Background: an optimization exercise with open tools, aiming at a short achievable clock period and few clock cycles per item. Do not read the settings as production practice. Only simulation tests tie the RTL to the original design; equivalence was not proved. Power and IR drop assume default switching activity.

[config.mk]
export PLATFORM = sky130hd
export DESIGN_NAME = virtio_mmio_top
export DESIGN_NICKNAME = virtio_mmio_top
export VERILOG_FILES = /design/flow/design.v
export SDC_FILE = /design/flow/constraint.sdc
export NUM_CORES = 4
export LEC_CHECK = 0
export CAP_MARGIN = 20
export CORE_MARGIN = 2
export CORE_UTILIZATION = 40
export SETUP_SLACK_MARGIN = 3.3
export SLEW_MARGIN = 20
[constraint.sdc]
create_clock -name core_clock -period 5.0 [get_ports {axi_aclk}]
set_input_delay 1.0000 -clock core_clock [delete_from_list [all_inputs] [get_ports {axi_aclk}]]
set_output_delay 1.0000 -clock core_clock [all_outputs]
set_load 0.01 [all_outputs]
[design.v]
`timescale 1ns/1ps
module axi_write_engine
#(
	parameter int ID_W = 1
)
(
	input  logic            axi_aclk,
	input  logic            axi_aresetn,
	input  logic [ID_W-1:0] awid,
	input  logic [11:0]     awaddr,
	input  logic [7:0]      awlen,
	input  logic [1:0]      awburst,
	input  logic            awvalid,
	output logic            awready,
	input  logic [31:0]     wdata,
	input  logic            wlast,
	input  logic            wvalid,
	output logic            wready,
	output logic [ID_W-1:0] bid,
	output logic [1:0]      bresp,
	output logic            bvalid,
	input  logic            bready,
	output logic            bank_we,
	output logic [12:0]     bank_wsel,
	output logic [31:0]     bank_wdata,
	output logic            bank_wzero,
	output logic            bank_whzero
);
	localparam int MAX_OUT = 8;    
	localparam int WF_D    = 2;    
	localparam int AWF_D   = 2;    
	localparam [1:0] BURST_FIXED = 2'b00;
	localparam [1:0] OKAY        = 2'b00;
	assign bresp = OKAY;
	logic [9:0]      awf_addr  [AWF_D];
	logic            awf_fixed [AWF_D];
	logic [ID_W-1:0] awf_id    [AWF_D];
	logic            awf_rp, awf_wp;
	logic            awf_ne, awf_full, awf_ne_n, awf_full_n;
	logic [31:0]     wf_data [WF_D];
	logic            wf_last [WF_D];
	logic            wf_rp, wf_wp;
	logic            wf_ne, wf_full, wf_ne_n, wf_full_n;
	logic            cur;
	logic [12:0]     cur_sel;
	logic            cur_hi;
	logic [9:0]      cur_addr;
	logic            cur_fixed;
	logic [ID_W-1:0] cur_id;
	logic [3:0]      out_cnt;
	logic            out_full, out_full_n;
	logic [ID_W-1:0] bf_id [MAX_OUT];
	logic [2:0]      bf_rp, bf_wp;
	logic            bf_ne;
	logic            aw_hs, w_hs, b_hs;
	logic            beat_ok, go;
	logic [31:0]     beat_data;
	logic            beat_last;
	logic [12:0]     in_sel, ctx_sel, ctx_sel_next;
	logic            in_hi, ctx_hi, ctx_hi_next;
	logic            in_fixed;
	logic [9:0]      ctx_addr;
	logic            ctx_fixed;
	logic [ID_W-1:0] ctx_id;
	logic            in_to_cur, awf_push, awf_pop, wf_push, wf_pop;
	logic            b_push;
	assign aw_hs    = awvalid && awready;
	assign w_hs     = wvalid && wready;
	assign b_hs     = bvalid && bready;
	assign in_fixed = (awburst == BURST_FIXED);
	wr_slot_decode #(.NEXT(0)) i_dec_in (.addr(awaddr[11:2]), .sel(in_sel), .hi(in_hi));
	assign beat_ok   = wf_ne || w_hs;
	assign beat_data = wf_ne ? wf_data[wf_rp] : wdata;
	assign beat_last = wf_ne ? wf_last[wf_rp] : wlast;
	assign ctx_sel   = cur ? cur_sel   : in_sel;
	assign ctx_hi    = cur ? cur_hi    : in_hi;
	assign ctx_addr  = cur ? cur_addr  : awaddr[11:2];
	assign ctx_fixed = cur ? cur_fixed : in_fixed;
	assign ctx_id    = cur ? cur_id    : awid;
	logic [12:0] awf_head_sel;
	logic        awf_head_hi;
	wr_slot_decode #(.NEXT(0)) i_dec_head (.addr(awf_addr[awf_rp]), .sel(awf_head_sel),
		.hi(awf_head_hi));
	logic [12:0] cur_sel_next, in_sel_next;
	logic        cur_hi_next, in_hi_next;
	wr_slot_decode #(.NEXT(1)) i_dec_next (.addr(cur_addr), .sel(cur_sel_next),
		.hi(cur_hi_next));
	wr_slot_decode #(.NEXT(1)) i_dec_next_in (.addr(awaddr[11:2]), .sel(in_sel_next),
		.hi(in_hi_next));
	assign ctx_sel_next = cur ? cur_sel_next : in_sel_next;
	assign ctx_hi_next  = cur ? cur_hi_next : in_hi_next;
	logic [9:0] cur_addr_next, in_addr_next;
	assign cur_addr_next = cur_fixed ? cur_addr : cur_addr + 10'd1;
	assign in_addr_next  = in_fixed ? awaddr[11:2] : awaddr[11:2] + 10'd1;
	assign go = beat_ok && (cur || aw_hs);
	assign in_to_cur = (go && cur && beat_last && !awf_ne) || (!go && !cur);
	assign awf_push  = aw_hs && cur && !(go && beat_last && !awf_ne);
	assign awf_pop   = go && beat_last && awf_ne;
	assign wf_pop    = go && wf_ne;
	assign wf_push   = w_hs && !(go && !wf_ne);
	assign b_push    = go && beat_last;
	always_comb
	begin
		awf_ne_n   = awf_ne;
		awf_full_n = awf_full;
		if (awf_push && !awf_pop)
		begin
			awf_ne_n   = 1'b1;
			awf_full_n = awf_ne;
		end
		else if (awf_pop && !awf_push)
		begin
			awf_ne_n   = awf_full;
			awf_full_n = 1'b0;
		end
		wf_ne_n   = wf_ne;
		wf_full_n = wf_full;
		if (wf_push && !wf_pop)
		begin
			wf_ne_n   = 1'b1;
			wf_full_n = wf_ne;
		end
		else if (wf_pop && !wf_push)
		begin
			wf_ne_n   = wf_full;
			wf_full_n = 1'b0;
		end
		out_full_n = out_full;
		if (aw_hs && !b_hs)
			out_full_n = (out_cnt == 4'(MAX_OUT - 1));
		else if (b_hs && !aw_hs)
			out_full_n = 1'b0;
	end
	always_ff @(posedge axi_aclk)
	begin
		if (!axi_aresetn)
		begin
			awf_rp  <= '0;
			awf_wp  <= '0;
			awf_ne   <= 1'b0;
			awf_full <= 1'b0;
			wf_rp   <= '0;
			wf_wp   <= '0;
			wf_ne    <= 1'b0;
			wf_full  <= 1'b0;
			out_full <= 1'b0;
			cur     <= 1'b0;
			out_cnt <= '0;
			awready <= 1'b1;
			wready  <= 1'b1;
			bank_we <= 1'b0;
		end
		else
		begin
			if (awf_push)
				awf_wp <= !awf_wp;
			if (awf_pop)
				awf_rp <= !awf_rp;
			if (wf_push)
				wf_wp <= !wf_wp;
			if (wf_pop)
				wf_rp <= !wf_rp;
			awf_ne   <= awf_ne_n;
			awf_full <= awf_full_n;
			wf_ne    <= wf_ne_n;
			wf_full  <= wf_full_n;
			out_full <= out_full_n;
			out_cnt  <= out_cnt + 4'(aw_hs) - 4'(b_hs);
			awready  <= !out_full_n && !awf_full_n;
			wready   <= !wf_full_n;
			bank_we <= go && !ctx_hi;
			if (go)
				cur <= !beat_last || awf_ne || (aw_hs && cur);
			else if (aw_hs)
				cur <= 1'b1;
		end
	end
	always_ff @(posedge axi_aclk)
	begin
		if (awf_push)
		begin
			awf_addr[awf_wp]  <= awaddr[11:2];
			awf_fixed[awf_wp] <= in_fixed;
			awf_id[awf_wp]    <= awid;
		end
		if (wf_push)
		begin
			wf_data[wf_wp] <= wdata;
			wf_last[wf_wp] <= wlast;
		end
		if (go)
		begin
			bank_wsel   <= ctx_sel;
			bank_wdata  <= beat_data;
			bank_wzero  <= (beat_data == 32'd0);
			bank_whzero <= (beat_data[31:1] == 31'd0);
		end
		if (go && !beat_last)
		begin
			cur_sel   <= ctx_fixed ? ctx_sel : ctx_sel_next;
			cur_hi    <= ctx_fixed ? ctx_hi : ctx_hi_next;
			cur_addr  <= cur ? cur_addr_next : in_addr_next;
			cur_fixed <= ctx_fixed;
			cur_id    <= ctx_id;
		end
		else if (go && awf_ne)
		begin
			cur_sel   <= awf_head_sel;
			cur_hi    <= awf_head_hi;
			cur_addr  <= awf_addr[awf_rp];
			cur_fixed <= awf_fixed[awf_rp];
			cur_id    <= awf_id[awf_rp];
		end
		else if (in_to_cur)
		begin
			cur_sel   <= in_sel;
			cur_hi    <= in_hi;
			cur_addr  <= awaddr[11:2];
			cur_fixed <= in_fixed;
			cur_id    <= awid;
		end
	end
	logic bf_push, bf_pop, out_load;
	assign out_load = !bvalid || b_hs;
	assign bf_ne    = (bf_rp != bf_wp);
	assign bf_pop   = out_load && bf_ne;
	assign bf_push  = b_push && !(out_load && !bf_ne);
	always_ff @(posedge axi_aclk)
	begin
		if (!axi_aresetn)
		begin
			bvalid <= 1'b0;
			bf_rp  <= '0;
			bf_wp  <= '0;
		end
		else
		begin
			if (out_load)
				bvalid <= bf_ne || b_push;
			if (bf_push)
				bf_wp <= bf_wp + 1'b1;
			if (bf_pop)
				bf_rp <= bf_rp + 1'b1;
		end
	end
	always_ff @(posedge axi_aclk)
	begin
		if (!axi_aresetn)
			bid <= '0;
		else if (out_load)
			bid <= bf_ne ? bf_id[bf_rp] : ctx_id;
	end
	always_ff @(posedge axi_aclk)
	begin
		if (bf_push)
			bf_id[bf_wp] <= ctx_id;
	end
endmodule
module wr_slot_decode
#(
	parameter int NEXT = 0
)
(
	input  logic [9:0]  addr,
	output logic [12:0] sel,
	output logic        hi
);
	localparam logic [13*10-1:0] SLOT_ADDR = {
		10'h029, 10'h028, 10'h025, 10'h024, 10'h021, 10'h020, 10'h011, 10'h01c,
		10'h019, 10'h014, 10'h00e, 10'h00c, 10'h005};
	always_comb
	begin
		for (int k = 0; k < 13; k++)
			sel[k] = (addr[5:0] == 6'(SLOT_ADDR[k*10 +: 10] - 10'(NEXT)));
		if (NEXT == 0)
			hi = (addr[9:6] != 4'd0);
		else
			hi = !(((addr[9:6] == 4'd0) && (addr[5:0] != 6'h3f)) || (addr == 10'h3ff));
	end
endmodule
`timescale 1ns/1ps
module axi_read_engine
#(
	parameter int ID_W = 1
)
(
	input  logic            axi_aclk,
	input  logic            axi_aresetn,
	input  logic [ID_W-1:0] arid,
	input  logic [11:0]     araddr,
	input  logic [7:0]      arlen,
	input  logic [1:0]      arburst,
	input  logic            arvalid,
	output logic            arready,
	output logic [ID_W-1:0] rid,
	output logic [31:0]     rdata,
	output logic [1:0]      rresp,
	output logic            rlast,
	output logic            rvalid,
	input  logic            rready,
	output logic [16:0]     bank_rsel,
	input  logic [31:0]     bank_rdata,
	output logic [16:0]     bank_rsel_in,
	input  logic [31:0]     bank_rdata_in
);
	localparam int ARF_D = 2;    
	localparam [1:0] BURST_FIXED = 2'b00;
	localparam [1:0] OKAY        = 2'b00;
	assign rresp = OKAY;
	logic [9:0]      arf_addr  [ARF_D];
	logic [7:0]      arf_len   [ARF_D];
	logic            arf_last  [ARF_D];    
	logic            arf_fixed [ARF_D];
	logic [ID_W-1:0] arf_id    [ARF_D];
	logic            arf_rp, arf_wp;
	logic            arf_ne, arf_full, arf_ne_n, arf_full_n;
	logic            cur;
	logic [16:0]     cur_sel;
	logic            cur_hi;
	logic [9:0]      cur_addr;
	logic [7:0]      cur_len;
	logic            cur_last;             
	logic            cur_fixed;
	logic [ID_W-1:0] cur_id;
	logic            ar_hs, take, go;
	logic [16:0]     in_sel, in_sel_next, src_sel_next;
	logic            in_hi, in_hi_next, src_hi_next, src_hi;
	logic            in_fixed;
	logic [16:0]     src_sel;
	logic [9:0]      src_addr;
	logic [7:0]      src_len;
	logic            src_last, src_last_next, in_last;
	logic            src_fixed;
	logic [ID_W-1:0] src_id;
	logic            in_used, arf_push, arf_pop;
	logic [16:0]     cur_sel_n;
	logic            cur_n;
	assign ar_hs    = arvalid && arready;
	assign take     = !rvalid || rready;
	assign in_fixed = (arburst == BURST_FIXED);
	rd_slot_decode #(.NEXT(0)) i_dec_in (.addr(araddr[11:2]), .sel(in_sel), .hi(in_hi));
	assign src_sel   = cur ? cur_sel   : in_sel;
	assign src_hi    = cur ? cur_hi    : in_hi;
	assign src_addr  = cur ? cur_addr  : araddr[11:2];
	assign src_len   = cur ? cur_len   : arlen;
	assign in_last   = (arlen == 8'd0);
	assign src_last  = cur ? cur_last  : in_last;
	assign src_last_next = cur ? (cur_len == 8'd1) : (arlen == 8'd1);
	assign src_fixed = cur ? cur_fixed : in_fixed;
	assign src_id    = cur ? cur_id    : arid;
	assign go        = take && (cur || ar_hs);
	logic [16:0] arf_head_sel;
	logic        arf_head_hi;
	rd_slot_decode #(.NEXT(0)) i_dec_head (.addr(arf_addr[arf_rp]), .sel(arf_head_sel),
		.hi(arf_head_hi));
	logic [16:0] cur_sel_next;
	logic        cur_hi_next;
	rd_slot_decode #(.NEXT(1)) i_dec_next (.addr(cur_addr), .sel(cur_sel_next),
		.hi(cur_hi_next));
	rd_slot_decode #(.NEXT(1)) i_dec_next_in (.addr(araddr[11:2]), .sel(in_sel_next),
		.hi(in_hi_next));
	assign src_sel_next = cur ? cur_sel_next : in_sel_next;
	assign src_hi_next  = cur ? cur_hi_next : in_hi_next;
	logic [9:0] cur_addr_next, in_addr_next;
	assign cur_addr_next = cur_fixed ? cur_addr : cur_addr + 10'd1;
	assign in_addr_next  = in_fixed ? araddr[11:2] : araddr[11:2] + 10'd1;
	localparam logic [16:0] HI_SLOTS = 17'h00200;
	assign bank_rsel    = cur_sel & (cur_hi ? HI_SLOTS : ~HI_SLOTS);
	assign bank_rsel_in = in_sel & ~HI_SLOTS;
	assign in_used  = ar_hs && !cur;
	assign arf_push = ar_hs && cur && !(take && cur_last && !arf_ne);
	assign arf_pop  = take && cur && cur_last && arf_ne;
	always_comb
	begin
		arf_ne_n   = arf_ne;
		arf_full_n = arf_full;
		if (arf_push && !arf_pop)
		begin
			arf_ne_n   = 1'b1;
			arf_full_n = arf_ne;
		end
		else if (arf_pop && !arf_push)
		begin
			arf_ne_n   = arf_full;
			arf_full_n = 1'b0;
		end
	end
	always_ff @(posedge axi_aclk)
	begin
		if (!axi_aresetn)
		begin
			arf_rp  <= '0;
			arf_wp  <= '0;
			arf_ne   <= 1'b0;
			arf_full <= 1'b0;
			cur      <= 1'b0;
			rvalid  <= 1'b0;
			arready <= 1'b1;
		end
		else
		begin
			if (arf_push)
				arf_wp <= !arf_wp;
			if (arf_pop)
				arf_rp <= !arf_rp;
			arf_ne   <= arf_ne_n;
			arf_full <= arf_full_n;
			arready  <= !arf_full_n;
			if (take)
				rvalid <= cur || ar_hs;
			if (go)
				cur <= !src_last || arf_ne || (ar_hs && cur);
			else if (ar_hs)
				cur <= 1'b1;
		end
	end
	always_ff @(posedge axi_aclk)
	begin
		if (!axi_aresetn)
		begin
			rdata <= '0;
			rlast <= 1'b0;
			rid   <= '0;
		end
		else if (take)
		begin
			rdata <= cur ? bank_rdata :
				in_hi ? (in_sel[9] ? 32'd4 : 32'd0) : bank_rdata_in;
			rlast <= src_last;
			rid   <= src_id;
		end
	end
	always_ff @(posedge axi_aclk)
	begin
		if (arf_push)
		begin
			arf_addr[arf_wp]  <= araddr[11:2];
			arf_len[arf_wp]   <= arlen;
			arf_last[arf_wp]  <= in_last;
			arf_fixed[arf_wp] <= in_fixed;
			arf_id[arf_wp]    <= arid;
		end
		if (go && (!cur || !cur_last))
		begin
			cur_sel   <= src_fixed ? src_sel : src_sel_next;
			cur_hi    <= src_fixed ? src_hi : src_hi_next;
			cur_addr  <= cur ? cur_addr_next : in_addr_next;
			cur_len   <= src_len - 8'd1;
			cur_last  <= src_last_next;
			cur_fixed <= src_fixed;
			cur_id    <= src_id;
		end
		else if (go && arf_ne)
		begin
			cur_sel   <= arf_head_sel;
			cur_hi    <= arf_head_hi;
			cur_addr  <= arf_addr[arf_rp];
			cur_len   <= arf_len[arf_rp];
			cur_last  <= arf_last[arf_rp];
			cur_fixed <= arf_fixed[arf_rp];
			cur_id    <= arf_id[arf_rp];
		end
		else if ((go && cur) || (!go && !cur))
		begin
			cur_sel   <= in_sel;
			cur_hi    <= in_hi;
			cur_addr  <= araddr[11:2];
			cur_len   <= arlen;
			cur_last  <= in_last;
			cur_fixed <= in_fixed;
			cur_id    <= arid;
		end
	end
endmodule
module rd_slot_decode
#(
	parameter int NEXT = 0
)
(
	input  logic [9:0]  addr,
	output logic [16:0] sel,
	output logic        hi
);
	localparam logic [17*10-1:0] SLOT_ADDR = {
		10'h029, 10'h028, 10'h025, 10'h024, 10'h021, 10'h020, 10'h011, 10'h040,
		10'h01c, 10'h018, 10'h00e, 10'h00d, 10'h004, 10'h003, 10'h002, 10'h001,
		10'h000};
	always_comb
	begin
		for (int k = 0; k < 17; k++)
			if (k == 9)
				sel[k] = (addr == 10'(SLOT_ADDR[k*10 +: 10] - 10'(NEXT)));
			else
				sel[k] = (addr[5:0] == 6'(SLOT_ADDR[k*10 +: 10] - 10'(NEXT)));
		if (NEXT == 0)
			hi = (addr[9:6] != 4'd0);
		else
			hi = !(((addr[9:6] == 4'd0) && (addr[5:0] != 6'h3f)) || (addr == 10'h3ff));
	end
endmodule
`timescale 1ns/1ps
`timescale 1ns/1ps
module device_status_fsm
(
	input  logic        axi_aclk,
	input  logic        axi_aresetn,
	input  logic        status_wr,
	input  logic [31:0] status_wdata,
	input  logic        status_wzero,    
	output logic [3:0]  device_status
);
	localparam [1:0] DEV_RESET        = 2'd0;
	localparam [1:0] DEV_SETUP_BASE   = 2'd1;
	localparam [1:0] DEV_SETUP_DRIVER = 2'd2;
	localparam [1:0] DEV_IDLE         = 2'd3;
	logic [1:0] dev_state;
	logic       step_ok;
	always_comb
	begin
		case (dev_state)
			DEV_RESET:        step_ok = status_wdata[1];
			DEV_SETUP_BASE:   step_ok = status_wdata[3];
			DEV_SETUP_DRIVER: step_ok = status_wdata[2];
			default:          step_ok = 1'b0;
		endcase
	end
	always_ff @(posedge axi_aclk)
	begin
		if (!axi_aresetn)
		begin
			device_status <= '0;
			dev_state     <= DEV_RESET;
		end
		else if (status_wr)
		begin
			if (status_wzero)
			begin
				device_status <= 4'b0001;
				dev_state     <= DEV_RESET;
			end
			else if (step_ok)
			begin
				case (dev_state)
					DEV_RESET:      device_status[1] <= 1'b1;
					DEV_SETUP_BASE: device_status[3] <= 1'b1;
					default:        device_status[2] <= 1'b1;
				endcase
				dev_state <= dev_state + 2'd1;
			end
		end
	end
endmodule
`timescale 1ns/1ps
module virtio_regs
#(
	parameter int QUEUE_NUM = 1
)
(
	input  logic        axi_aclk,
	input  logic        axi_aresetn,
	input  logic        bank_we,
	input  logic [12:0] bank_wsel,
	input  logic [31:0] bank_wdata,
	input  logic        bank_wzero,
	input  logic        bank_whzero,
	input  logic [16:0] bank_rsel,
	output logic [31:0] bank_rdata,
	input  logic [16:0] bank_rsel_in,
	output logic [31:0] bank_rdata_in,
	output logic        interrupt
);
	logic        fsel_one;      
	logic        qsel_ok;       
	logic [31:0] queue_num;
	logic        int_status;
	logic [31:0] queue_tab [7];
	logic [3:0]  device_status;
	assign interrupt = int_status;
	device_status_fsm i_device_status_fsm (
		.axi_aclk(axi_aclk), .axi_aresetn(axi_aresetn),
		.status_wr(bank_we && bank_wsel[5]), .status_wdata(bank_wdata),
		.status_wzero(bank_wzero),
		.device_status(device_status)
	);
	always_ff @(posedge axi_aclk)
	begin
		if (!axi_aresetn)
		begin
			fsel_one   <= 1'b0;
			qsel_ok    <= 1'b1;
			queue_num  <= '0;
			int_status <= 1'b0;
			for (int i = 0; i < 7; i++)
				queue_tab[i] <= '0;
		end
		else if (bank_we)
		begin
			if (bank_wsel[0])
				fsel_one <= bank_whzero && bank_wdata[0];
			if (bank_wsel[1])
				qsel_ok <= bank_wzero;
			if (bank_wsel[2])
				queue_num <= bank_wdata;
			if (bank_wsel[3])
				int_status <= 1'b1;
			if (bank_wsel[4])
				int_status <= int_status && !bank_wdata[0];
			for (int i = 0; i < 7; i++)
				if (bank_wsel[6+i] && qsel_ok)
					queue_tab[i] <= bank_wdata;
		end
	end
	logic [32*7-1:0] qtab_flat;
	always_comb
		for (int i = 0; i < 7; i++)
			qtab_flat[i*32 +: 32] = queue_tab[i];
	rd_value_mux i_rd_mux (
		.sel(bank_rsel), .fsel_one(fsel_one), .qsel_ok(qsel_ok), .queue_num(queue_num),
		.int_status(int_status), .device_status(device_status), .queue_tab(qtab_flat),
		.value(bank_rdata)
	);
	rd_value_mux i_rd_mux_in (
		.sel(bank_rsel_in), .fsel_one(fsel_one), .qsel_ok(qsel_ok), .queue_num(queue_num),
		.int_status(int_status), .device_status(device_status), .queue_tab(qtab_flat),
		.value(bank_rdata_in)
	);
endmodule
module rd_value_mux
(
	input  logic [16:0] sel,
	input  logic        fsel_one,
	input  logic        qsel_ok,
	input  logic [31:0] queue_num,
	input  logic        int_status,
	input  logic [3:0]  device_status,
	input  logic [32*7-1:0] queue_tab,
	output logic [31:0] value
);
	localparam [31:0] MAGIC_VALUE   = 32'h7472_6976;
	localparam [31:0] VERSION       = 32'd2;
	localparam [31:0] DEVICE_ID     = 32'd2;
	localparam [31:0] VENDOR_ID     = 32'hff00_1af4;
	localparam [31:0] QUEUE_NUM_MAX = 32'd16;
	localparam [63:0] SECTOR_COUNT  = 64'd4;
	localparam [31:0] FEATURES_HI   = 32'd3;
	always_comb
	begin
		value = ({32{sel[0]}} & MAGIC_VALUE)
			| ({32{sel[1]}} & VERSION)
			| ({32{sel[2]}} & DEVICE_ID)
			| ({32{sel[3]}} & VENDOR_ID)
			| ({32{sel[4] && fsel_one}} & FEATURES_HI)
			| ({32{sel[5]}} & QUEUE_NUM_MAX)
			| ({32{sel[6]}} & queue_num)
			| ({32{sel[7]}} & {31'd0, int_status})
			| ({32{sel[8]}} & {28'd0, device_status})
			| ({32{sel[9]}} & SECTOR_COUNT[31:0]);
		for (int i = 0; i < 7; i++)
			value = value | ({32{sel[10+i] && qsel_ok}} & queue_tab[i*32 +: 32]);
	end
endmodule
`timescale 1ns/1ps
module virtio_mmio_top
#(
	parameter int ID_W      = 1,
	parameter int QUEUE_NUM = 1
)
(
	input  logic            axi_aclk,
	input  logic            axi_aresetn,
	input  logic [ID_W-1:0] awid,
	input  logic [11:0]     awaddr,
	input  logic [7:0]      awlen,
	input  logic [1:0]      awburst,
	input  logic            awvalid,
	output logic            awready,
	input  logic [31:0]     wdata,
	input  logic            wlast,
	input  logic            wvalid,
	output logic            wready,
	output logic [ID_W-1:0] bid,
	output logic [1:0]      bresp,
	output logic            bvalid,
	input  logic            bready,
	input  logic [ID_W-1:0] arid,
	input  logic [11:0]     araddr,
	input  logic [7:0]      arlen,
	input  logic [1:0]      arburst,
	input  logic            arvalid,
	output logic            arready,
	output logic [ID_W-1:0] rid,
	output logic [31:0]     rdata,
	output logic [1:0]      rresp,
	output logic            rlast,
	output logic            rvalid,
	input  logic            rready,
	output logic            interrupt
);
	logic        bank_we;
	logic [12:0] bank_wsel;
	logic        bank_wzero;
	logic        bank_whzero;
	logic [31:0] bank_wdata;
	logic [16:0] bank_rsel;
	logic [31:0] bank_rdata;
	logic [16:0] bank_rsel_in;
	logic [31:0] bank_rdata_in;
	axi_write_engine #(.ID_W(ID_W)) i_axi_write_engine (
		.axi_aclk(axi_aclk), .axi_aresetn(axi_aresetn),
		.awid(awid), .awaddr(awaddr), .awlen(awlen), .awburst(awburst),
		.awvalid(awvalid), .awready(awready),
		.wdata(wdata), .wlast(wlast), .wvalid(wvalid), .wready(wready),
		.bid(bid), .bresp(bresp), .bvalid(bvalid), .bready(bready),
		.bank_we(bank_we), .bank_wsel(bank_wsel), .bank_wdata(bank_wdata),
		.bank_wzero(bank_wzero), .bank_whzero(bank_whzero)
	);
	axi_read_engine #(.ID_W(ID_W)) i_axi_read_engine (
		.axi_aclk(axi_aclk), .axi_aresetn(axi_aresetn),
		.arid(arid), .araddr(araddr), .arlen(arlen), .arburst(arburst),
		.arvalid(arvalid), .arready(arready),
		.rid(rid), .rdata(rdata), .rresp(rresp), .rlast(rlast), .rvalid(rvalid),
		.rready(rready),
		.bank_rsel(bank_rsel), .bank_rdata(bank_rdata),
		.bank_rsel_in(bank_rsel_in), .bank_rdata_in(bank_rdata_in)
	);
	virtio_regs #(.QUEUE_NUM(QUEUE_NUM)) i_virtio_regs (
		.axi_aclk(axi_aclk), .axi_aresetn(axi_aresetn),
		.bank_we(bank_we), .bank_wsel(bank_wsel), .bank_wdata(bank_wdata),
		.bank_wzero(bank_wzero), .bank_whzero(bank_whzero),
		.bank_rsel(bank_rsel), .bank_rdata(bank_rdata),
		.bank_rsel_in(bank_rsel_in), .bank_rdata_in(bank_rdata_in),
		.interrupt(interrupt)
	);
endmodule
[run.sh]
#!/bin/bash
# synth_recipe.tcl (not shown) runs the flow's synth.tcl, then flattens the netlist and writes it again
# the make line also repeats each setting of config.mk as NAME=value (left out here)
make -C /OpenROAD-flow-scripts/flow DESIGN_CONFIG=/design/flow/config.mk WORK_HOME=/design/flow/orfs CLKGATE_MAP_FILE= SYNTH_SCRIPT=/design/flow/synth_recipe.tcl finish
==> run_results.csv, run 1 <==
group,metric,value,unit
routing,first_iter_violations,3687,
logic_synthesis,ys_ff_latch,589,
placed_design,pre_cts_slack,1.02,ns
logic_synthesis,syn_inst,3141,
global_route,antenna_found_initial,3,
global_route,grt_pass1_vias,27300,
placed_design,io_buffer_count,114,
sta,setup-violations-final,0,
floorplanning,row_count,98,
global_route,grt_overflow,0,
logic_synthesis,synth_cell_types,94,
logic_synthesis,synth_top_family_by_area,"compound AO/OA/AOI/OAI gates",
cts,clk_pin_slew,0.06,ns
logic_synthesis,synthAdderAreaFrac,1.49,%
power_and_ir_drop,p_clk_share,34.8,%
placed_design,dp_hpwl,59700,um
sta,rsz0062_at_grt,"yes",
job,cap_violations,0,
setup_path,crit_path_end_kind,"flop",
power_and_ir_drop,internal_power,9.82,mW
sta,worst-slew-pin-transition,0.843,ns
power_and_ir_drop,powerDensity,346,mW/mm2
sta,max_freq,426,MHz
global_route,grt_max_degree,91,
floorplanning,initial_core_util,40.6,%
cts,tritoncts,"built",
sta,hold_viol,0,
floorplanning,die_h,274,um
logic_synthesis,synth-xor-area-share,1.59,%
global_route,grt_pass1_wl,173000,um
setup_path,critPathLaunchType,"primary input",
routing,avgRoutedWirePerCell,26.9,um
setup_path,crit_chain,"buf_12, buf_4, ha_4, nor4b_4, buf_4, buf_12, buf_12, a22oi_1, a31o_2, a31oi_1",
sta,setup_slack,2.65,ns
layout,area_growth,40.2,%
routing,drtPass1Iterations,10,
layout,nNetsFinal,3651,
sta,slew_headroom,43.6,%
floorplanning,dieArea,0.0750,mm2
cts,cts_buffers,66,
setup_path,critPathSlowestCell,"nor4b_4",
power_and_ir_drop,sw_frac_of_total,30.5,%
sta,skew,0.0294,ns
power_and_ir_drop,combPwrFrac,23.1,%
placed_design,gp_congestion,0.901,
routing,antenna_left,0,
sta,tns,0,ns
sta,period_minus_slack,2.35,ns
power_and_ir_drop,power.switching,4.31,mW
routing,drcViolationCount,0,
power_and_ir_drop,ir_worst_vdd,0.279,mV
logic_synthesis,avgSynthCellArea,9.27,um2
cts,cts_sinks,589,
sta,report.final.slew_viol_count,0,
global_route,gr-usage-all-layers,30.4,%
layout,drive_gt1_share,31.5,%
logic_synthesis,yosysWarnings,10,
logic_synthesis,synth_edf_count,252,
setup_path,required,5.55,ns
setup_path,rrSetupSlack,2.86,ns
cts,worstSkewPairLatency,0.62,ns
power_and_ir_drop,p_leak,14.1,nW
setup_path,slowest_delay,0.44,ns
power_and_ir_drop,seqPwrFrac,42.1,%
setup_path,cpMostUsedCell,"buf_12",
setup_path,cp_max_fo,8,
logic_synthesis,muxShareOfSynthArea,5.95,%
logic_synthesis,async_reset_ff_share,0,%
floorplanning,dieWidth,274,um
routing,vias,29000,
outcome,status,"timing/DRC/antenna clean",
logic_synthesis,synth_area,0.0291,mm2
logic_synthesis,synth-compound-area-share,20.0,%
setup_path,worstPathArrival,2.89,ns
floorplanning,coreArea,0.0717,mm2
routing,drt-total-wl,122000,um
sta,fin_crit_sh,47.0,%
routing,avgViaCountPerCell,6.40,
cts,ctsHoldBuffers,0,
worst_hold_path,worstHoldPathType,"reg -> reg",
floorplanning,floorplan.io_pins,131,
cts,htree_levels,3,
logic_synthesis,yosysSeqAreaShare,49.1,%
logic_synthesis,yosys.area_share.simple,16.8,%
cts,root_buffer,"clkbuf_16",
cts,clk_path_buf_depth,3,
logic_synthesis,synth_ff_type,"dfxtp_1",
setup_path,critPathKind,"in -> reg",
cell usage in the layout, fill, tap and decap left out, types with 75 or more instances in the layout:
cell / instances
a21oi_1: 338
a22oi_1: 101
buf_12: 75
buf_4: 236
buf_6: 145
clkbuf_16: 79
dfxtp_1: 283
edfxtp_1: 252
mux2i_1: 98
nand2_1: 632
nor2_1: 117
final timing paths:
kind	end	depth (start not counted)	startpoint
worst min-delay path	i_virtio_regs.queue_tab[4][19]	2	i_virtio_regs.queue_tab[4][19]
worst min register to register	i_virtio_regs.queue_tab[4][19]	2	i_virtio_regs.queue_tab[4][19]
worst max-delay path	i_axi_read_engine.rdata[16]	10	araddr[3]
worst max register to register	i_axi_read_engine.rdata[22]	6	i_axi_read_engine.cur_hi
per-layer routing:
metal,routed length [um],track usage (%),part of all wire [%]
met4,8410,17.8,6.9
met2,55000,47.9,45
met5,26,0,0.021
met3,13900,6.62,11
met1,44800,38.5,37
layout make-up:
| type | count | area, um2 |
|---|---|---|
| Fill cell | 5824 | 30900 |
| Multi-Input combinational cell | 2265 | 16100 |
| Sequential cell | 589 | 14400 |
| Timing Repair Buffer | 559 | 6610 |
| Clock buffer | 102 | 2020 |
| Tap cell | 950 | 1190 |
| Inverter | 49 | 284 |
| Clock inverter | 19 | 160 |
| Timing Repair inverter | 1 | 8.76 |
| Antenna cell | 2 | 5.00 |
cell usage after synthesis (all sizes together), types with 17 or more instances:
cell | n | share of area (%)
o21ai | 91 | 1.6
nor3 | 47 | 0.88
a222oi | 28 | 0.96
nand3 | 42 | 0.74
mux2 | 52 | 2.0
nor2 | 161 | 2.1
a22o | 24 | 0.72
o2bb2ai | 18 | 0.54
nand2 | 663 | 8.6
a31oi | 27 | 0.58
edfxtp | 252 | 26
nand2b | 17 | 0.37
and3 | 17 | 0.37
buf | 145 | 2.8
xor2 | 20 | 0.60
a21oi | 368 | 6.3
ha | 33 | 1.4
a221oi | 46 | 1.4
xnor2 | 33 | 0.99
a22oi | 111 | 2.9
mux2i | 109 | 3.8
dfxtp | 337 | 23
clkbuf | 125 | 1.6
nand4 | 39 | 0.84
o211ai | 43 | 1.1
inv | 49 | 0.63
cell families after synthesis:
kind of cell / Yosys count
other: 1
AOI/OAI and AO/OA: 889
buffers and inverters: 319
DFF: 589
adders and majority gates: 34
xor gates and xnor gates: 53
muxes: 163
and+or+nand+nor: 1093
through the flow:
stage	utilization, %	cells	total power [mW]	hold slack (ns)	instance area (um2)
after floorplan	-	3144	7.23	0.436	30500
after global placement	43.8	3978	7.83	0.454	31400
after detailed placement	43.8	3978	7.88	0.461	31400
after CTS	54.5	4442	13.7	0.469	39100
after global routing	56.9	4534	14.5	0.488	40800
final	56.9	4536	14.1	0.471	40800
registers in the layout, indices dropped and copies added, names as in the netlist, 3 cells and up, named ones only:
signal,flops
i_axi_read_engine.arf_addr,20
i_axi_write_engine.bf_id,8
i_virtio_regs.queue_tab,224
i_axi_read_engine.cur_addr,10
i_axi_read_engine.rdata,32
i_virtio_regs.i_device_status_fsm.device_status,4
i_axi_write_engine.bank_wsel,13
i_axi_write_engine.cur_sel,13
i_axi_write_engine.cur_addr,10
i_axi_write_engine.awf_addr,20
i_axi_write_engine.bf_wp,3
i_axi_write_engine.bank_wdata,32
i_axi_write_engine.wf_data,64
i_axi_write_engine.out_cnt,4
i_axi_read_engine.arf_len,16
i_axi_read_engine.cur_sel,17
i_axi_write_engine.bf_rp,3
i_axi_read_engine.cur_len,8
i_virtio_regs.queue_num,32
power by group through the flow:
stage / combinational [mW] / sequential [mW] / clock (mW)
after CTS: 2.81 / 5.92 / 4.94
after detailed placement: 1.86 / 6.02 / 0
after floorplan: 1.52 / 5.71 / 0
after global placement: 1.82 / 6.00 / 0
final: 3.27 / 5.95 / 4.91
after global routing: 3.40 / 5.98 / 5.13
worst max-delay path: cells and delay by family:
| family | cells | cell delay [ns] |
|---|---|---|
| and+or+nand+nor | 1 | 0.44 |
| AOI/OAI and AO/OA | 3 | 0.50 |
| adders and majority gates | 1 | 0.15 |
| buffers and inverters | 5 | 0.77 |
repair_timing:
action,4_1_cts,5_1_grt
pin swaps,183,128
setup endpoints to repair,704,556
hold endpoints to repair,0,0
setup buffers,292,84
gates cloned,51,8
gates resized for setup,888,208
Testbench counts, summed over its fixed seeds: cycles 8,757, items 11,627.
==> inputs of run 2 (changes only) <==
==> flow/run.sh (new file) <==
#!/bin/bash
# The standard layout, with two sizing options changed so timing repair can
# work on the port buffers: port buffers start as buf_4 instead of a delay
# cell, and resizing may change a cell's footprint.
set -euo pipefail
bash standard.sh MATCH_CELL_FOOTPRINT=0 "BUFFER_PORTS_ARGS=-buffer_cell sky130_fd_sc_hd__buf_4" finish > standard_flow.log 2>&1
==> standard.sh (new file) <==
#!/bin/bash
# synth_recipe.tcl (not shown) runs the flow's synth.tcl, then flattens the netlist and writes it again
# the make line also repeats each setting of config.mk as NAME=value (left out here)
make -C /OpenROAD-flow-scripts/flow DESIGN_CONFIG=/design/flow/config.mk WORK_HOME=/design/flow/orfs CLKGATE_MAP_FILE= SYNTH_SCRIPT=/design/flow/synth_recipe.tcl "${@:-finish}"
removed: run.sh
==> run 2 against run 1 <==
  * Sequential cell count unchanged
  * Total power grew 1.7%
  * Sequential power is essentially flat
  * Global-route usage is 1.3 points higher
  * Fmax is 11% higher
  * Critical endpoint is now rdata[12]
  * Largest cell class unchanged
==> run_results.csv, run 2 <==
group,metric,value,unit
routing,avgViaCountPerCell,6.47,
cts,root_buffer,"clkbuf_16",
cts,clk_pin_slew,0.06,ns
setup_path,cp-startpoint,"i_axi_read_engine.rdata[12]",
global_route,grt_pass1_wl,179000,um
layout,drive_gt1_share,33.6,%
sta,rsz0062_at_grt,"yes",
power_and_ir_drop,power,14.4,mW
floorplanning,row_count,98,
logic_synthesis,ys_ff_latch,589,
worst_hold_path,worstHoldPathType,"reg -> reg",
routing,first_iter_violations,4195,
layout,reg_top3,"i_virtio_regs.queue_tab (224), i_axi_write_engine.wf_data (64)",
setup_path,reg2reg_to,"i_axi_read_engine.rdata[4]",
setup_path,r2r-start,"i_axi_read_engine.cur_sel[10]",
sta,skew,0.0331,ns
setup_path,worst_setup_path_endpoint,"rdata[12]",
setup_path,critPathLaunchType,"flop",
logic_synthesis,synth_ff_type,"dfxtp_1",
logic_synthesis,synth_edf_count,252,
setup_path,crit_path_end_kind,"output pin",
layout,area_growth,41.7,%
cts,ctsHoldBuffers,0,
routing,avgRoutedWirePerCell,27.9,um
setup_path,crit_chain,"buf_6",
global_route,grt_pass1_vias,27800,
cts,cts_buffers,67,
logic_synthesis,yosysSeqAreaShare,49.1,%
sta,setup-violations-final,0,
layout,fin_area,0.0413,mm2
cts,cts_sinks,589,
global_route,top_usage_layer,"met2",
routing,drt-total-wl,127000,um
sta,max_freq,471,MHz
global_route,grtUsageMet2,48.4,%
routing,antenna_left,0,
floorplanning,coreArea,0.0717,mm2
routing,drtPass1Iterations,10,
layout,final_cell_mix,"nand2_1 (618), a21oi_1 (338), dfxtp_1 (284)",
logic_synthesis,syn_inst,3141,
setup_path,critPathKind,"reg -> out",
logic_synthesis,yosysMostFrequentCell,"nand2_1",
global_route,gr-usage-all-layers,31.8,%
layout,largest_reg_flops,224,
setup_path,cp_max_fo,2,
logic_synthesis,async_reset_ff_share,0,%
placed_design,io_buffer_count,114,
sta,slew_headroom,42.1,%
logic_synthesis,synth_cell_types,94,
placed_design,gp_congestion,0.908,
logic_synthesis,yosysTopAreaCell,"edfxtp_1",
sta,period_minus_slack,2.12,ns
setup_path,required,4.00,ns
cts,tritoncts,"built",
routing,vias,29400,
layout,mostFrequentLayoutCell,"nand2_1",
floorplanning,floorplan.io_pins,131,
cts,worstSkewPairLatency,0.63,ns
global_route,grt_overflow,0,
cts,clk_path_buf_depth,3,
logic_synthesis,synth_top_area_share,26.0,%
setup_path,worstPathArrival,1.12,ns
sta,report.final.slew_viol_count,0,
logic_synthesis,avgSynthCellArea,9.27,um2
global_route,grt_max_degree,99,
floorplanning,initial_core_util,40.6,%
global_route,use_met3,8.11,%
floorplanning,die_h,274,um
job,cap_violations,0,
global_route,met1_usage,40.1,%
sta,fin_crit_sh,42.5,%
floorplanning,dieArea,0.0750,mm2
setup_path,worst-path-stages,1,
outcome,status,"timing/DRC/antenna clean",
cts,htree_levels,3,
power_and_ir_drop,ir_worst_vdd,0.265,mV
routing,drcViolationCount,0,
power_and_ir_drop,p_leak,14.2,nW
logic_synthesis,yosys-top-cells-area,"edfxtp_1 (26%), dfxtp_1 (23%), nand2_1 (8.5%)",
sta,worst-slew-pin-transition,0.865,ns
power_and_ir_drop,powerDensity,348,mW/mm2
placed_design,dpl_cell_area,0.0311,mm2
floorplanning,dieWidth,274,um
setup_path,slowest_delay,0.38,ns
sta,tns,0,ns
setup_path,crit_family,"flip-flops",
logic_synthesis,synth_area,0.0291,mm2
layout,nNetsFinal,3658,
logic_synthesis,synth_common_cells,"nand2_1 (662), a21oi_1 (368), dfxtp_1 (337)",
setup_path,rrSetupSlack,2.96,ns
sta,hold_viol,0,
logic_synthesis,yosysWarnings,10,
setup_path,critPathSlowestCell,"dfxtp_4",
setup_path,cp.buffers_inverters,1,
global_route,antenna_found_initial,2,
placed_design,dp_hpwl,58900,um
setup_path,worst-r2r-cell-count,5,
layout,top_register,"i_virtio_regs.queue_tab",
==> run 2: cell counts after synthesis <==
No cell type changed its count.
==> run 2: worst min path at each step <==
stage | cells after the start | endpoint | from
CTS | 2 | i_virtio_regs.queue_tab[3][10] | i_virtio_regs.queue_tab[3][10]
detailed placement | 2 | i_virtio_regs.queue_tab[3][10] | i_virtio_regs.queue_tab[3][10]
global placement | 2 | i_virtio_regs.queue_tab[3][10] | i_virtio_regs.queue_tab[3][10]
finish | 2 | i_virtio_regs.queue_tab[3][10] | i_virtio_regs.queue_tab[3][10]
floorplan | 2 | flop | flop
global route | 2 | i_virtio_regs.queue_tab[1][19] | i_virtio_regs.queue_tab[1][19]
==> run 2: area by class of cell <==
type	instances	area [um2]
Antenna cell	3	7.51
Clock buffer	98	2030
Clock inverter	24	263
Fill cell	5684	30500
Inverter	49	315
Multi-Input combinational cell	2273	16500
Sequential cell	589	14400
Tap cell	950	1190
Timing Repair Buffer	556	6490
Timing Repair inverter	2	22.5
==> run 2: metal layers <==
layer	vias up	wire, um
met2	2307	55000
li1	12400	-
met1	14000	46000
met3	724	15600
met5	-	0
met4	0	10200
==> run 2: kinds of logic after synthesis <==
kind of cell | synth area share [%]
AND/OR/NAND/NOR | 16.8
AO/OA/AOI/OAI | 20.0
flip-flops | 49.1
buffers and inverters | 5.03
multiplexers | 5.95
XOR/XNOR | 1.59
adder cells (fa/ha/maj) | 1.49
other | 0.0129
==> run 2: repair_timing <==
item                       in CTS  in global routing
pin swaps                     184                145
gates cloned                   62                  8
buffers inserted              294                 84
setup endpoints to repair     675                530
gates resized for setup       591                208
==> run 2: tightest hold or removal path: stages (launching register included) <==
cell	delay [ns]
dfxtp_1	0.32
nand2_1	0.05
a21oi_1	0.05
==> run 2: stage by stage <==
stage / hold WS, ns / std cells / setup WS (ns) / utilization, %
after detailed placement: 0.461 / 3971 / 1.53 / 43.4
final: 0.471 / 4544 / 2.88 / 57.5
after floorplan: 0.438 / 3144 / 1.98 / -
after global routing: 0.486 / 4541 / 2.87 / 57.5
after CTS: 0.469 / 4449 / 2.87 / 55.0
after global placement: 0.453 / 3971 / 1.58 / 43.4
==> run 2: power by group <==
group	switching, mW	internal (mW)	leakage (nW)	total [mW]
clock network	2.09	3.04	1.13	5.13
logic	1.84	1.47	7.84	3.30
registers	0.461	5.47	5.19	5.93

-- static timing again, ports no longer ideal --
The results above use ideal ports. As a check the final layouts listed here were re-extracted and re-timed, cells and wires unchanged. Step 1, drivers: a clkbuf_16 drives axi_aclk and a buf_2 each remaining input, both assumed. Step 2 moves the port delays by t, midway between the first and last clock arrival at a register: inputs arrive t later, outputs are due t later. That takes back most of the time a late clock gives input paths. Slacks: ideal ports / drivers / drivers and shift; pairs: ideal ports / drivers.
| run | t, ns | setup WS [ns] | hold slack, ns |
|---|---|---|---|
| run 1 | 0.669 | 2.652 / 2.571 / 1.902 | 0.471 / 0.471 / 0.471 |
| run 2 | 0.678 | 2.876 / 2.760 / 2.082 | 0.471 / 0.471 / 0.471 |
After both steps setup and hold are still met in every run listed. The setup slack of run 2, which loses most, moves by -0.116 ns with the drivers and by -0.794 ns with both steps.
